This design comes from an exercise in tuning for small area, a short achievable clock period and few clock cycles per item on the open sky130 flow, not from production work. In this exercise RTL edits were held to simulation tests only and were not proved equivalent to the original. Power figures rest on the tool's default switching activity, not on a simulated workload.

==> inputs of fjord <==
==> flow/design.v (excerpt) <==
module windowed_multiset_aggregator_core (
    input  logic                           i_clk,
    input  logic                           i_rst_n,
    input  logic                           start,
    output logic                           busy,
    input  logic                           i_req_type,
    input  logic [wma_pkg::KEY_BITS-1:0]   i_key_value,
    output logic                           o_valid,
    output logic                           o_is_empty,
    output logic                           o_bad_request,
    output logic [wma_pkg::SUM_W-1:0]      o_total_sum,
    output logic [wma_pkg::TCNT_W-1:0]     o_total_count,
    output logic [wma_pkg::KEY_BITS-1:0]   o_min_key,
    output logic [wma_pkg::KEY_BITS-1:0]   o_max_key,
    output logic [wma_pkg::DSUM_W-1:0]     o_distinct_total,
    output logic [wma_pkg::DCNT_W-1:0]     o_distinct_count,
    output logic [wma_pkg::MEAN_W-1:0]     o_mean_fixed,
    output logic [wma_pkg::MEAN_W-1:0]     o_distinct_mean_fixed
);
export LEC_CHECK = 0
export CAP_MARGIN = 20
export CORE_MARGIN = 2
export CORE_UTILIZATION = 40
export SETUP_SLACK_MARGIN = 3.2
export SLEW_MARGIN = 20
create_clock -name core_clock -period 8.0 [get_ports {i_clk}]
run.sh (not shown) runs the stock make flow with config.mk's settings and CLKGATE_MAP_FILE= SYNTH_SCRIPT=/design/flow/synth_recipe.tcl, a recipe that flattens the netlist after the stock synthesis.
==> delta (differences from fjord) <==
--- a/flow/design.v
+++ b/flow/design.v
@@ -77,31 +77,36 @@
     parameter int W = 16
 ) (
     input  logic [W-1:0]      i_c,
     input  logic              i_dec,
     output logic [7:0][W+3:0] o_m
 );
     logic [W+3:0] c1, c2, c4, c8;
     logic [W+3:0] mc [8];
+    logic [W+3:0] mp [8];
+    logic [W+3:0] mm [8];
     always_comb begin
         c1 = (W+4)'(i_c);
         c2 = c1 << 1;
         c4 = c1 << 2;
         c8 = c1 << 3;
         mc[0] = c1;
         mc[1] = c2 + c1;
         mc[2] = c4 + c1;
         mc[3] = c8 - c1;
         mc[4] = c8 + c1;
         mc[5] = c8 + c2 + c1;
         mc[6] = c8 + c4 + c1;
         mc[7] = (c1 << 4) - c1;
-        for (int j = 0; j < 8; j++)
-            o_m[j] = i_dec ? mc[j] - (W+4)'(2*j+1) : mc[j] + (W+4)'(2*j+1);
+        for (int j = 0; j < 8; j++) begin
+            mp[j] = mc[j] + (W+4)'(2*j+1);
+            mm[j] = mc[j] - (W+4)'(2*j+1);
+            o_m[j] = (mm[j] & {(W+4){i_dec}}) | (mp[j] & {(W+4){!i_dec}});
+        end
     end
 endmodule
 module wma_addk #(
     parameter int SW = 24
 ) (
     input  logic [SW-1:0] i_s,
     input  logic [7:0]    i_k,
     input  logic          i_dec,
@@ -109,69 +114,76 @@
     output logic          o_ovf
 );
     logic [8:0]    lo;
     logic [SW-9:0] hi, hi_p, hi_m;
     assign hi   = i_s[SW-1:8];
     assign hi_p = hi + 1'b1;
     assign hi_m = hi - 1'b1;
     assign lo   = {1'b0, i_s[7:0]} + {1'b0, i_k ^ {8{i_dec}}} + 9'(i_dec);
+    logic s_p, s_0, s_m;
     always_comb begin
-        if (i_dec) o_s = {lo[8] ? hi : hi_m, lo[7:0]};
-        else       o_s = {lo[8] ? hi_p : hi, lo[7:0]};
+        s_p = !i_dec && lo[8];
+        s_m = i_dec && !lo[8];
+        s_0 = !(s_p || s_m);
+        o_s = {(hi_p & {(SW-8){s_p}}) | (hi_m & {(SW-8){s_m}}) | (hi & {(SW-8){s_0}}), lo[7:0]};
         o_ovf = !i_dec && lo[8] && (hi == '1);
     end
 endmodule
-module wma_extremes (
-    input  logic [255:0] i_v,
-    output logic         o_any,
-    output logic [7:0]   o_lo1,    
-    output logic [7:0]   o_lo2,    
-    output logic [7:0]   o_hi1,    
-    output logic [7:0]   o_hi2     
+module wma_ext_tree #(
+    parameter int NL = 4,      
+    parameter int IW = 0       
+) (
+    input  logic [(1<<NL)-1:0]        i_a,
+    input  logic [(1<<NL)-1:0]        i_b,
+    input  logic [(1<<NL)-1:0][7:0]   i_l1, i_l2, i_h1, i_h2,
+    output logic                      o_a, o_b,
+    output logic [7:0]                o_l1, o_l2, o_h1, o_h2
 );
-    logic [255:0] a   [9];
-    logic [255:0] b   [9];
-    logic [7:0]   l1  [9][256];
-    logic [7:0]   l2  [9][256];
-    logic [7:0]   h1  [9][256];
-    logic [7:0]   h2  [9][256];
+    localparam int N = 1 << NL;
+    logic [N-1:0] a [NL+1];
+    logic [N-1:0] b [NL+1];
+    logic [7:0]   l1 [NL+1][N];
+    logic [7:0]   l2 [NL+1][N];
+    logic [7:0]   h1 [NL+1][N];
+    logic [7:0]   h2 [NL+1][N];
     always_comb begin
-        for (int n = 0; n < 256; n++) begin
-            a[0][n] = i_v[n];
-            b[0][n] = 1'b0;
-            l1[0][n] = '0; l2[0][n] = '0; h1[0][n] = '0; h2[0][n] = '0;
+        a[0] = i_a;
+        b[0] = i_b;
+        for (int n = 0; n < N; n++) begin
+            l1[0][n] = i_l1[n]; l2[0][n] = i_l2[n]; h1[0][n] = i_h1[n]; h2[0][n] = i_h2[n];
         end
-        for (int l = 1; l <= 8; l++) begin
+        for (int l = 1; l <= NL; l++) begin
             a[l] = '0;
             b[l] = '0;
-            for (int n = 0; n < 256; n++) begin
+            for (int n = 0; n < N; n++) begin
                 l1[l][n] = '0; l2[l][n] = '0; h1[l][n] = '0; h2[l][n] = '0;
             end
-            for (int n = 0; n < (256 >> l); n++) begin
+            for (int n = 0; n < (N >> l); n++) begin
                 a[l][n] = a[l-1][2*n] | a[l-1][2*n+1];
                 b[l][n] = b[l-1][2*n] | b[l-1][2*n+1] | (a[l-1][2*n] & a[l-1][2*n+1]);
                 if (a[l-1][2*n]) l1[l][n] = l1[l-1][2*n];
-                else begin l1[l][n] = l1[l-1][2*n+1]; l1[l][n][l-1] = 1'b1; end
+                else begin l1[l][n] = l1[l-1][2*n+1]; l1[l][n][IW+l-1] = 1'b1; end
                 if (b[l-1][2*n]) l2[l][n] = l2[l-1][2*n];
-                else if (a[l-1][2*n]) begin l2[l][n] = l1[l-1][2*n+1]; l2[l][n][l-1] = 1'b1; end
-                else begin l2[l][n] = l2[l-1][2*n+1]; l2[l][n][l-1] = 1'b1; end
-                if (a[l-1][2*n+1]) begin h1[l][n] = h1[l-1][2*n+1]; h1[l][n][l-1] = 1'b1; end
+                else if (a[l-1][2*n]) begin l2[l][n] = l1[l-1][2*n+1]; l2[l][n][IW+l-1] = 1'b1; end
+                else begin l2[l][n] = l2[l-1][2*n+1]; l2[l][n][IW+l-1] = 1'b1; end
+                if (a[l-1][2*n+1]) begin h1[l][n] = h1[l-1][2*n+1]; h1[l][n][IW+l-1] = 1'b1; end
                 else h1[l][n] = h1[l-1][2*n];
-                if (b[l-1][2*n+1]) begin h2[l][n] = h2[l-1][2*n+1]; h2[l][n][l-1] = 1'b1; end
+                if (b[l-1][2*n+1]) begin h2[l][n] = h2[l-1][2*n+1]; h2[l][n][IW+l-1] = 1'b1; end
                 else if (a[l-1][2*n+1]) h2[l][n] = h1[l-1][2*n];
                 else h2[l][n] = h2[l-1][2*n];
             end
         end
     end
-    assign o_any = a[8][0];
-    assign o_lo1 = l1[8][0];
-    assign o_lo2 = l2[8][0];
-    assign o_hi1 = h1[8][0];
-    assign o_hi2 = h2[8][0];
+    assign o_a  = a[NL][0];
+    assign o_b  = b[NL][0];
+    assign o_l1 = l1[NL][0];
+    assign o_l2 = l2[NL][0];
+    assign o_h1 = h1[NL][0];
+    assign o_h2 = h2[NL][0];
 endmodule
 module wma_div_iter #(
     parameter int W   = 16,    
     parameter int SW  = 24,    
     parameter int NIT = 4
 ) (
     input  logic              i_clk,
     input  logic              i_load,    
@@ -240,55 +252,97 @@
     logic                   dec;
     logic [SUM_W-1:0]       sp_a;
     logic [DSUM_W-1:0]      dsp_a;
     logic                   sovf_a, dovf_a;
     logic [TCNT_W-1:0]      dv_a;
     logic [DCNT_W-1:0]      ddv_a;
     logic [7:0][TCNT_W+3:0] dvm_a;
     logic [7:0][DCNT_W+3:0] ddvm_a;
-    logic [LOW_W-1:0]       lo_a;
     assign dec   = (i_req_type == REQ_RETRACT);
-    assign lo_a  = low[i_key_value];
     assign dv_a  = dec ? r_cnt - 1'b1 : r_cnt + 1'b1;
     assign ddv_a = dec ? r_dcnt - 1'b1 : r_dcnt + 1'b1;
     wma_addk #(.SW(SUM_W))  u_add_s (.i_s(r_sum),  .i_k(i_key_value), .i_dec(dec), .o_s(sp_a),  .o_ovf(sovf_a));
     wma_addk #(.SW(DSUM_W)) u_add_d (.i_s(r_dsum), .i_k(i_key_value), .i_dec(dec), .o_s(dsp_a), .o_ovf(dovf_a));
     wma_odd_mult #(.W(TCNT_W)) u_m_tot (.i_c(r_cnt),  .i_dec(dec), .o_m(dvm_a));
     wma_odd_mult #(.W(DCNT_W)) u_m_dis (.i_c(r_dcnt), .i_dec(dec), .o_m(ddvm_a));
     logic [KEY_BITS-1:0]   k_r;
     logic                  t_r;
     logic [SUM_W-1:0]      sp_r;
     logic [DSUM_W-1:0]     dsp_r;
     logic                  sovf_r, dovf_r;
     logic [TCNT_W-1:0]     dv_r;
     logic [DCNT_W-1:0]     ddv_r;
-    logic [LOW_W-1:0]      low_r;
     always_ff @(posedge i_clk) begin
         if (i_accept) begin
             k_r    <= i_key_value;
             t_r    <= i_req_type;
             sp_r   <= sp_a;
             dsp_r  <= dsp_a;
             sovf_r <= sovf_a;
             dovf_r <= dovf_a;
             dv_r   <= dv_a;
             ddv_r  <= ddv_a;
-            low_r  <= lo_a;
         end
     end
     logic [15:0] q_tot, q_dis;
     wma_div_iter #(.W(TCNT_W), .SW(SUM_W), .NIT(NIT)) u_div_tot (
         .i_clk, .i_load(i_accept), .i_run(run), .i_s(sp_a),
         .i_m(dvm_a), .o_q(q_tot)
     );
     wma_div_iter #(.W(DCNT_W), .SW(DSUM_W), .NIT(NIT)) u_div_dis (
         .i_clk, .i_load(i_accept), .i_run(run), .i_s(dsp_a),
         .i_m(ddvm_a), .o_q(q_dis)
     );
+    logic [LOW_W-1:0] low_r;
+    always_ff @(posedge i_clk) begin
+        if (first) low_r <= low[k_r];
+    end
+    logic [TABLE_SIZE-1:0] pres;
+    always_comb begin
+        for (int i = 0; i < TABLE_SIZE; i++) pres[i] = (low[i] != '0);
+    end
+    logic [15:0]      g_a, g_b, gr_a, gr_b;
+    logic [15:0][7:0] g_l1, g_l2, g_h1, g_h2, gr_l1, gr_l2, gr_h1, gr_h2;
+    logic [15:0][15:0][7:0] lid;            
+    always_comb begin
+        for (int g = 0; g < 16; g++)
+            for (int n = 0; n < 16; n++) lid[g][n] = 8'(g * 16);
+    end
+    for (genvar g = 0; g < 16; g++) begin : g_grp
+        wma_ext_tree #(.NL(4), .IW(0)) u_t (
+            .i_a(pres[16*g +: 16]), .i_b('0), .i_l1(lid[g]), .i_l2(lid[g]), .i_h1(lid[g]), .i_h2(lid[g]),
+            .o_a(g_a[g]), .o_b(g_b[g]), .o_l1(g_l1[g]), .o_l2(g_l2[g]), .o_h1(g_h1[g]), .o_h2(g_h2[g])
+        );
+    end
+    always_ff @(posedge i_clk) begin
+        gr_a  <= g_a;
+        gr_b  <= g_b;
+        gr_l1 <= g_l1;
+        gr_l2 <= g_l2;
+        gr_h1 <= g_h1;
+        gr_h2 <= g_h2;
+    end
+    logic                  x_any, x_two;
+    logic [KEY_BITS-1:0]   x_lo1, x_lo2, x_hi1, x_hi2;
+    wma_ext_tree #(.NL(4), .IW(4)) u_ext (
+        .i_a(gr_a), .i_b(gr_b), .i_l1(gr_l1), .i_l2(gr_l2), .i_h1(gr_h1), .i_h2(gr_h2),
+        .o_a(x_any), .o_b(x_two), .o_l1(x_lo1), .o_l2(x_lo2), .o_h1(x_hi1), .o_h2(x_hi2)
+    );
+    logic                xr_any;
+    logic [KEY_BITS-1:0] xr_lo1, xr_lo2, xr_hi1, xr_hi2;
+    always_ff @(posedge i_clk) begin
+        xr_any  <= x_any;
+        xr_lo1  <= x_lo1;
+        xr_lo2  <= x_lo2;
+        xr_hi1  <= x_hi1;
+        xr_hi2  <= x_hi2;
+    end
+    logic second;
+    assign second = i_phase[1];
     logic [N_BIG-1:0] hit;                  
     logic [HI_W-1:0]  hi_k;
     always_comb begin
         hi_k = '0;
         for (int e = 0; e < N_BIG; e++) begin
             hit[e] = (big_hi[e] != '0) && (big_tag[e] == k_r);
             hi_k = hi_k | (hit[e] ? big_hi[e] : '0);
         end
@@ -298,41 +352,24 @@
         zero_a = (low_r == '0);
         one_a  = (low_r == LOW_W'(1)) && (hi_k == '0);
         full_a = (hi_k == HI_W'(16)) && (low_r == LOW_W'(15));    
         if (t_r == REQ_RETRACT) ok_a = !zero_a;
         else ok_a = !full_a && (r_cnt != '1) && !sovf_r && !(zero_a && dovf_r);
         fresh_a = ok_a && (t_r == REQ_INSERT) && zero_a;
         gone_a  = ok_a && (t_r == REQ_RETRACT) && one_a;
     end
-    logic [TABLE_SIZE-1:0] pres;
-    logic                  x_any;
-    logic [KEY_BITS-1:0]   x_lo1, x_lo2, x_hi1, x_hi2;
-    always_comb begin
-        for (int i = 0; i < TABLE_SIZE; i++) pres[i] = (low[i] != '0);
-    end
-    wma_extremes u_ext (
-        .i_v(pres), .o_any(x_any), .o_lo1(x_lo1), .o_lo2(x_lo2),
-        .o_hi1(x_hi1), .o_hi2(x_hi2)
-    );
     logic [HI_W-1:0] hi_r;
     logic ok_r, fresh_r, gone_r;
-    logic                xr_any;
-    logic [KEY_BITS-1:0] xr_lo1, xr_lo2, xr_hi1, xr_hi2;
     always_ff @(posedge i_clk) begin
-        if (first) begin
+        if (second) begin
             hi_r    <= hi_k;
             ok_r    <= ok_a;
             fresh_r <= fresh_a;
             gone_r  <= gone_a;
-            xr_any  <= x_any;
-            xr_lo1  <= x_lo1;
-            xr_lo2  <= x_lo2;
-            xr_hi1  <= x_hi1;
-            xr_hi2  <= x_hi2;
         end
     end
     logic dchg, n_empty, we, wrap_up, wrap_dn;
     logic [LOW_W-1:0] low_new;
     always_comb begin
         dchg    = fresh_r || gone_r;
         n_empty = ok_r ? (dv_r == '0) : (r_cnt == '0);
         we      = last && ok_r;
@@ -389,24 +426,24 @@
         end else if (gone_r) begin
             mn = (xr_lo1 == k_r) ? xr_lo2 : xr_lo1;
             mx = (xr_hi1 == k_r) ? xr_hi2 : xr_hi1;
         end else begin
             mn = xr_lo1;
             mx = xr_hi1;
         end
     end
+    assign o_total_sum      = r_sum;
+    assign o_total_count    = r_cnt;
+    assign o_distinct_total = r_dsum;
+    assign o_distinct_count = r_dcnt;
+    assign o_is_empty       = (r_cnt == '0);
     always_ff @(posedge i_clk) begin
         if (last) begin
-            o_is_empty       <= n_empty;
             o_bad_request    <= !ok_r;
-            o_total_sum      <= ok_r ? sp_r : r_sum;
-            o_total_count    <= ok_r ? dv_r : r_cnt;
-            o_distinct_total <= dchg ? dsp_r : r_dsum;
-            o_distinct_count <= dchg ? ddv_r : r_dcnt;
             o_min_key        <= n_empty ? '0 : mn;
             o_max_key        <= n_empty ? '0 : mx;
             o_mean_fixed          <= n_empty ? '0 : ok_r ? q_tot : o_mean_fixed;
             o_distinct_mean_fixed <= n_empty ? '0 : dchg ? q_dis : o_distinct_mean_fixed;
         end
     end
 endmodule
 import wma_pkg::*;
CTS_BUF_LIST = sky130_fd_sc_hd__clkbuf_8   (was unset)
SETUP_SLACK_MARGIN = 4.0   (was 3.2)
==> lagoon (differences from fjord) <==
SETUP_SLACK_MARGIN = 2.5   (was 3.2)
==> tundra (differences from fjord) <==
--- a/flow/design.v
+++ b/flow/design.v
@@ -77,31 +77,36 @@
     parameter int W = 16
 ) (
     input  logic [W-1:0]      i_c,
     input  logic              i_dec,
     output logic [7:0][W+3:0] o_m
 );
     logic [W+3:0] c1, c2, c4, c8;
     logic [W+3:0] mc [8];
+    logic [W+3:0] mp [8];
+    logic [W+3:0] mm [8];
     always_comb begin
         c1 = (W+4)'(i_c);
         c2 = c1 << 1;
         c4 = c1 << 2;
         c8 = c1 << 3;
         mc[0] = c1;
         mc[1] = c2 + c1;
         mc[2] = c4 + c1;
         mc[3] = c8 - c1;
         mc[4] = c8 + c1;
         mc[5] = c8 + c2 + c1;
         mc[6] = c8 + c4 + c1;
         mc[7] = (c1 << 4) - c1;
-        for (int j = 0; j < 8; j++)
-            o_m[j] = i_dec ? mc[j] - (W+4)'(2*j+1) : mc[j] + (W+4)'(2*j+1);
+        for (int j = 0; j < 8; j++) begin
+            mp[j] = mc[j] + (W+4)'(2*j+1);
+            mm[j] = mc[j] - (W+4)'(2*j+1);
+            o_m[j] = (mm[j] & {(W+4){i_dec}}) | (mp[j] & {(W+4){!i_dec}});
+        end
     end
 endmodule
 module wma_addk #(
     parameter int SW = 24
 ) (
     input  logic [SW-1:0] i_s,
     input  logic [7:0]    i_k,
     input  logic          i_dec,
@@ -109,19 +114,22 @@
     output logic          o_ovf
 );
     logic [8:0]    lo;
     logic [SW-9:0] hi, hi_p, hi_m;
     assign hi   = i_s[SW-1:8];
     assign hi_p = hi + 1'b1;
     assign hi_m = hi - 1'b1;
     assign lo   = {1'b0, i_s[7:0]} + {1'b0, i_k ^ {8{i_dec}}} + 9'(i_dec);
+    logic s_p, s_0, s_m;
     always_comb begin
-        if (i_dec) o_s = {lo[8] ? hi : hi_m, lo[7:0]};
-        else       o_s = {lo[8] ? hi_p : hi, lo[7:0]};
+        s_p = !i_dec && lo[8];
+        s_m = i_dec && !lo[8];
+        s_0 = !(s_p || s_m);
+        o_s = {(hi_p & {(SW-8){s_p}}) | (hi_m & {(SW-8){s_m}}) | (hi & {(SW-8){s_0}}), lo[7:0]};
         o_ovf = !i_dec && lo[8] && (hi == '1);
     end
 endmodule
 module wma_extremes (
     input  logic [255:0] i_v,
     output logic         o_any,
     output logic [7:0]   o_lo1,    
     output logic [7:0]   o_lo2,    
@@ -240,55 +248,78 @@
     logic                   dec;
     logic [SUM_W-1:0]       sp_a;
     logic [DSUM_W-1:0]      dsp_a;
     logic                   sovf_a, dovf_a;
     logic [TCNT_W-1:0]      dv_a;
     logic [DCNT_W-1:0]      ddv_a;
     logic [7:0][TCNT_W+3:0] dvm_a;
     logic [7:0][DCNT_W+3:0] ddvm_a;
-    logic [LOW_W-1:0]       lo_a;
     assign dec   = (i_req_type == REQ_RETRACT);
-    assign lo_a  = low[i_key_value];
     assign dv_a  = dec ? r_cnt - 1'b1 : r_cnt + 1'b1;
     assign ddv_a = dec ? r_dcnt - 1'b1 : r_dcnt + 1'b1;
     wma_addk #(.SW(SUM_W))  u_add_s (.i_s(r_sum),  .i_k(i_key_value), .i_dec(dec), .o_s(sp_a),  .o_ovf(sovf_a));
     wma_addk #(.SW(DSUM_W)) u_add_d (.i_s(r_dsum), .i_k(i_key_value), .i_dec(dec), .o_s(dsp_a), .o_ovf(dovf_a));
     wma_odd_mult #(.W(TCNT_W)) u_m_tot (.i_c(r_cnt),  .i_dec(dec), .o_m(dvm_a));
     wma_odd_mult #(.W(DCNT_W)) u_m_dis (.i_c(r_dcnt), .i_dec(dec), .o_m(ddvm_a));
     logic [KEY_BITS-1:0]   k_r;
     logic                  t_r;
     logic [SUM_W-1:0]      sp_r;
     logic [DSUM_W-1:0]     dsp_r;
     logic                  sovf_r, dovf_r;
     logic [TCNT_W-1:0]     dv_r;
     logic [DCNT_W-1:0]     ddv_r;
-    logic [LOW_W-1:0]      low_r;
     always_ff @(posedge i_clk) begin
         if (i_accept) begin
             k_r    <= i_key_value;
             t_r    <= i_req_type;
             sp_r   <= sp_a;
             dsp_r  <= dsp_a;
             sovf_r <= sovf_a;
             dovf_r <= dovf_a;
             dv_r   <= dv_a;
             ddv_r  <= ddv_a;
-            low_r  <= lo_a;
         end
     end
     logic [15:0] q_tot, q_dis;
     wma_div_iter #(.W(TCNT_W), .SW(SUM_W), .NIT(NIT)) u_div_tot (
         .i_clk, .i_load(i_accept), .i_run(run), .i_s(sp_a),
         .i_m(dvm_a), .o_q(q_tot)
     );
     wma_div_iter #(.W(DCNT_W), .SW(DSUM_W), .NIT(NIT)) u_div_dis (
         .i_clk, .i_load(i_accept), .i_run(run), .i_s(dsp_a),
         .i_m(ddvm_a), .o_q(q_dis)
     );
+    logic [LOW_W-1:0] low_r;
+    always_ff @(posedge i_clk) begin
+        if (first) low_r <= low[k_r];
+    end
+    logic [TABLE_SIZE-1:0] pres;
+    logic                  x_any;
+    logic [KEY_BITS-1:0]   x_lo1, x_lo2, x_hi1, x_hi2;
+    always_comb begin
+        for (int i = 0; i < TABLE_SIZE; i++) pres[i] = (low[i] != '0);
+    end
+    wma_extremes u_ext (
+        .i_v(pres), .o_any(x_any), .o_lo1(x_lo1), .o_lo2(x_lo2),
+        .o_hi1(x_hi1), .o_hi2(x_hi2)
+    );
+    logic                xr_any;
+    logic [KEY_BITS-1:0] xr_lo1, xr_lo2, xr_hi1, xr_hi2;
+    always_ff @(posedge i_clk) begin
+        if (first) begin
+            xr_any  <= x_any;
+            xr_lo1  <= x_lo1;
+            xr_lo2  <= x_lo2;
+            xr_hi1  <= x_hi1;
+            xr_hi2  <= x_hi2;
+        end
+    end
+    logic second;
+    assign second = i_phase[1];
     logic [N_BIG-1:0] hit;                  
     logic [HI_W-1:0]  hi_k;
     always_comb begin
         hi_k = '0;
         for (int e = 0; e < N_BIG; e++) begin
             hit[e] = (big_hi[e] != '0) && (big_tag[e] == k_r);
             hi_k = hi_k | (hit[e] ? big_hi[e] : '0);
         end
@@ -298,41 +329,24 @@
         zero_a = (low_r == '0);
         one_a  = (low_r == LOW_W'(1)) && (hi_k == '0);
         full_a = (hi_k == HI_W'(16)) && (low_r == LOW_W'(15));    
         if (t_r == REQ_RETRACT) ok_a = !zero_a;
         else ok_a = !full_a && (r_cnt != '1) && !sovf_r && !(zero_a && dovf_r);
         fresh_a = ok_a && (t_r == REQ_INSERT) && zero_a;
         gone_a  = ok_a && (t_r == REQ_RETRACT) && one_a;
     end
-    logic [TABLE_SIZE-1:0] pres;
-    logic                  x_any;
-    logic [KEY_BITS-1:0]   x_lo1, x_lo2, x_hi1, x_hi2;
-    always_comb begin
-        for (int i = 0; i < TABLE_SIZE; i++) pres[i] = (low[i] != '0);
-    end
-    wma_extremes u_ext (
-        .i_v(pres), .o_any(x_any), .o_lo1(x_lo1), .o_lo2(x_lo2),
-        .o_hi1(x_hi1), .o_hi2(x_hi2)
-    );
     logic [HI_W-1:0] hi_r;
     logic ok_r, fresh_r, gone_r;
-    logic                xr_any;
-    logic [KEY_BITS-1:0] xr_lo1, xr_lo2, xr_hi1, xr_hi2;
     always_ff @(posedge i_clk) begin
-        if (first) begin
+        if (second) begin
             hi_r    <= hi_k;
             ok_r    <= ok_a;
             fresh_r <= fresh_a;
             gone_r  <= gone_a;
-            xr_any  <= x_any;
-            xr_lo1  <= x_lo1;
-            xr_lo2  <= x_lo2;
-            xr_hi1  <= x_hi1;
-            xr_hi2  <= x_hi2;
         end
     end
     logic dchg, n_empty, we, wrap_up, wrap_dn;
     logic [LOW_W-1:0] low_new;
     always_comb begin
         dchg    = fresh_r || gone_r;
         n_empty = ok_r ? (dv_r == '0) : (r_cnt == '0);
         we      = last && ok_r;
@@ -389,24 +403,24 @@
         end else if (gone_r) begin
             mn = (xr_lo1 == k_r) ? xr_lo2 : xr_lo1;
             mx = (xr_hi1 == k_r) ? xr_hi2 : xr_hi1;
         end else begin
             mn = xr_lo1;
             mx = xr_hi1;
         end
     end
+    assign o_total_sum      = r_sum;
+    assign o_total_count    = r_cnt;
+    assign o_distinct_total = r_dsum;
+    assign o_distinct_count = r_dcnt;
+    assign o_is_empty       = (r_cnt == '0);
     always_ff @(posedge i_clk) begin
         if (last) begin
-            o_is_empty       <= n_empty;
             o_bad_request    <= !ok_r;
-            o_total_sum      <= ok_r ? sp_r : r_sum;
-            o_total_count    <= ok_r ? dv_r : r_cnt;
-            o_distinct_total <= dchg ? dsp_r : r_dsum;
-            o_distinct_count <= dchg ? ddv_r : r_dcnt;
             o_min_key        <= n_empty ? '0 : mn;
             o_max_key        <= n_empty ? '0 : mx;
             o_mean_fixed          <= n_empty ? '0 : ok_r ? q_tot : o_mean_fixed;
             o_distinct_mean_fixed <= n_empty ? '0 : dchg ? q_dis : o_distinct_mean_fixed;
         end
     end
 endmodule
 import wma_pkg::*;
SETUP_SLACK_MARGIN = 3.6   (was 3.2)
==> qor summary <==
quantity	tundra	delta	fjord	lagoon
Status	timing/DRC/antenna clean	complete, but fails checks	timing/DRC/antenna clean	timing/DRC/antenna clean
Reasons for failing layout checks	-	antenna rules	-	-
PwrDens	259 mW/mm^2	268 mW/mm^2	264 mW/mm^2	263 mW/mm^2
Vias after detailed routing	153946	153857	154238	153129
Power in the clock group	0.0194 W	0.0189 W	0.0199 W	0.0191 W
Sequential cell area share	46.9%	48.7%	47.5%	48.3%
Flop+latch power	0.0249 W	0.0263 W	0.0261 W	0.0261 W
Arrival time of the worst setup path	5.42 ns	2.74 ns	5.70 ns	6.26 ns
Die outline height	720 um	729 um	732 um	732 um
First-pass GRT wire length	1050 mm	1040 mm	1040 mm	1040 mm
Number of distinct library cells after synthesis	107	103	110	110
Post-Route WL	745 mm	741 mm	730 mm	727 mm
Non-clock inverter count in the final layout	484	585	514	514
Worst hold endpoint	u_dp.u_div_dis.r_q[8]	u_dp.u_div_tot.r_q[8]	u_dp.u_div_dis.r_q[6]	u_dp.u_div_dis.r_q[9]
Area of all sequential standard cells	0.113 mm^2	0.118 mm^2	0.115 mm^2	0.115 mm^2
Fraction of standard cell area in multi-input logic	39.5%	37.5%	39.7%	39.4%
Total die area	0.519 mm^2	0.531 mm^2	0.536 mm^2	0.536 mm^2
Total half-perimeter wirelength after legalization and detailed placement	520 mm	508 mm	521 mm	521 mm
Crit Path Max Fanout	10	17	11	11
Fraction of synthesized cell area in xor and xnor cells	3.70%	3.68%	3.45%	3.45%
Worst reg2reg path startpoint	u_dp.low[1797]	u_dp.r_cnt[0]	u_dp.low[2652]	u_dp.low[928]
Fraction of power spent switching nets	33.4%	34.8%	33.0%	33.1%
Net count after synthesis	16662	17034	17304	17304
Seq Cell Count	3804	4092	3873	3873
Count of clock buffers in the final design	473	702	476	494
Highest Clock Rate	216 MHz	230 MHz	204 MHz	181 MHz
Number of clock sinks seen by CTS	3804	4092	3873	3873
Logic power comb	0.0180 W	0.0199 W	0.0178 W	0.0174 W
Testbench counts of fjord, summed over its fixed seeds: cycles 24,008, items 4,800.
Testbench counts of delta, summed over its fixed seeds: cycles 24,008, items 4,800.
Testbench counts of lagoon, summed over its fixed seeds: cycles 24,008, items 4,800.
Testbench counts of tundra, summed over its fixed seeds: cycles 24,008, items 4,800.

-- what the ideal ports hide --
The results above use ideal ports. As a check the final layouts listed here were re-extracted and re-timed, cells and wires unchanged. Step 1 sets driving cells, clkbuf_16 on the clock port and buf_2 on the other inputs (assumed; they add their load-dependent delay and slew). Step 2 adds t to the input delays and takes it off the output delays; t is the mean of the earliest and latest rising clock arrival at the registers after step 1. Input paths then give back, and output paths get back, about the clock's delay inside the block. Slacks: ideal ports / drivers / drivers and shift; pairs: ideal ports / drivers.
| run | shift t [ns] | slack for setup (ns) | worst setup path at the end | clock arrival spread, ns |
|---|---|---|---|---|
| fjord | 1.154 | 3.110 / 3.110 / 2.030 | input to register | 0.143 / 0.144 |
| delta | 1.408 | 3.658 / 3.537 / 2.753 | input to register | 0.170 / 0.170 |
| lagoon | 1.113 | 2.466 / 2.466 / 1.706 | input to register | 0.193 / 0.193 |
| tundra | 1.146 | 3.379 / 3.379 / 2.741 | input to register | 0.159 / 0.160 |
For fjord, which loses most, drivers alone change the setup slack by 0.000 ns; drivers and shift together by -1.080 ns.
